This design comes from an exercise in tuning for small area, a short achievable clock period and few clock cycles on the open sky130 flow, not from production work.
Function was checked by simulation only, so behaviour that the tests miss may differ from the original.
Power and IR drop assume default switching activity.

## v6
// spmv_top
module spmv_top (
  input  logic        clk,
  input  logic        rst_n,
  input  logic        in_valid,
  input  logic        weight_valid,
  input  logic [4:0]  in_row,
  input  logic [4:0]  in_col,
  input  logic [7:0]  in_data,
  input  logic        out_ready,
  output logic        out_valid,
  output logic [4:0]  out_row,
  output logic [20:0] out_data,
  output logic        out_last,
  output logic        busy
);
  spmv_stream #(.N(32), .DW(8), .SKIP_ZERO(1)) u_spmv (
    .clk(clk), .rst_n(rst_n), .in_valid(in_valid), .weight_valid(weight_valid),
    .in_row(in_row), .in_col(in_col), .in_data(in_data), .out_ready(out_ready),
    .out_valid(out_valid), .out_row(out_row), .out_data(out_data), .out_last(out_last),
    .busy(busy));
endmodule
Size in the first run: ~52 I/O pins, ~0.045 mm² of cells after synthesis.
clock: 9.0 ns
lec_check: 0
abc_clock_period_in_ps: 3000
cap_margin: 20
core_margin: 2
core_utilization: 40
setup_slack_margin: 5
slew_margin: 20
run.sh (not shown) runs the stock make flow with config.mk's settings and CLKGATE_MAP_FILE= SYNTH_SCRIPT=/design/flow/synth_recipe.tcl, a recipe that flattens the netlist after the stock synthesis.
Having completed the whole flow, v6 delivered a layout that passed the timing, design-rule and antenna checks.
Testbench counts of v6, summed over its fixed seeds: cycles 18,170.
diff inputs: v6 => v7
diff --git a/flow/config.mk b/flow/config.mk
--- a/flow/config.mk
+++ b/flow/config.mk
@@ -6,8 +6,6 @@
 export NUM_CORES = 4
 export LEC_CHECK = 0
-export ABC_CLOCK_PERIOD_IN_PS = 3000
 export CAP_MARGIN = 20
 export CORE_MARGIN = 2
 export CORE_UTILIZATION = 40
-export SETUP_SLACK_MARGIN = 5
 export SLEW_MARGIN = 20
Notes after the runs:
v7 went all the way through the flow, and no timing, DRC or antenna check failed.
Diff v6 -> v7: slew of the pin with the lowest slew margin went down by 0.15 ns, number of stages on the worst setup path went down by 6.
v7 has register-to-register slack below what v6 had.
Tap cell count came out exactly the same in v7 and v6.
Side by side, total length of routed wires turned out lower in v7 than in v6.

========
run A:
Another version of the RTL of spmv_top (not shown whole).
For scale: ~2700 cells after synthesis, ~0.046 mm2 of cells after synthesis.
export LEC_CHECK = 0
export CAP_MARGIN = 20
export CORE_MARGIN = 2
export CORE_UTILIZATION = 40
export CTS_BUF_LIST = sky130_fd_sc_hd__clkbuf_16
export CTS_CLUSTER_DIAMETER = 60
export CTS_CLUSTER_SIZE = 30
export SLEW_MARGIN = 20
create_clock -name core_clock -period 9.0 [get_ports {clk}]
standard.sh (not shown) runs the stock make flow with config.mk's settings and CLKGATE_MAP_FILE= SYNTH_SCRIPT=/design/flow/synth_recipe.tcl, a recipe that flattens the netlist after the stock synthesis.
==> flow/flow/run.sh <==
#!/bin/bash
set -euo pipefail
bash standard.sh SETUP_SLACK_MARGIN=5.8 finish > flow_make.log 2>&1
Looking at the reports, run A completed the entire flow and the layout it produced met the timing, design-rule and antenna checks.
Testbench counts of run A, summed over its fixed seeds: cycles 18,362.
diff inputs: run A => run B
==> flow/flow/run.sh <==
#!/bin/bash
set -euo pipefail
bash standard.sh SETUP_SLACK_MARGIN=6 finish > flow_make.log 2>&1
Findings:
- Utilization (higher): run B
- Against run A, routed wire length in run B came out worse.
- Delta (run B minus run A): global-route usage went up, maximum fanout along the worst path now sits lower, register-to-register slack increased 0.16 ns.
- Sort run A and run B by post-route total power, descending, and run B comes first.
- Run B: flow completed, timing, DRC and antenna clean
- On sequential share of layout area, the lower figure sits with run B, not run A.
Here is what was changed in the inputs of run C compared with run B.
Settings: removing CTS_CLUSTER_SIZE (formerly 30); removing CTS_BUF_LIST (formerly sky130_fd_sc_hd__clkbuf_16); removing CTS_CLUSTER_DIAMETER (formerly 60).
[summary]
Run C went all the way through the flow, and no timing, DRC or antenna check failed. Area of all sequential standard cells of run B is on par with run C. Max total power draw across run C and run B: run C. Comparing the two runs side by side, run C comes out behind run B on final worst slack. Comparing run C and run B, final critical delay including setup and external delays is higher on run C. Max combinational cell fraction of total power across run C and run B: run B. Of run C and run B, run B shows the lower number of buffers outside the clock class in the layout, with run C above it. Row final wirelength: run C higher / run B lower. Run C ended up with a higher count of clock-buffer cells in the layout than run B did.

-- static timing again, ports no longer ideal --
How much do the figures lean on ideal ports? The routed layouts below were timed once more, with nothing changed but the port constraints. Step 1 assumes that a clkbuf_16 drives the clock port and a buf_2 every other input. Step 2 moves the port delays by t, midway between the first and last clock arrival at a register: inputs arrive t later, outputs are due t later. That takes back most of the time a late clock gives input paths. Slacks: ideal ports / drivers / drivers and shift; pairs: ideal ports / drivers.
run | shift t [ns] | setup WS [ns] | worst slew at a driven data input, ns
v6 | 0.754 | 3.986 / 3.986 / 3.986 | 0.05
v7 | 0.744 | 2.403 / 2.403 / 2.403 | 0.04
run A | 0.750 | 5.773 / 5.726 / 5.137 | 0.04
run B | 0.744 | 5.799 / 5.728 / 5.424 | 0.04
run C | 0.763 | 5.766 / 5.692 / 5.252 | 0.04
After both steps setup and hold are still met in every run listed. For run A, which loses most, drivers alone change the setup slack by -0.047 ns; drivers and shift together by -0.636 ns.
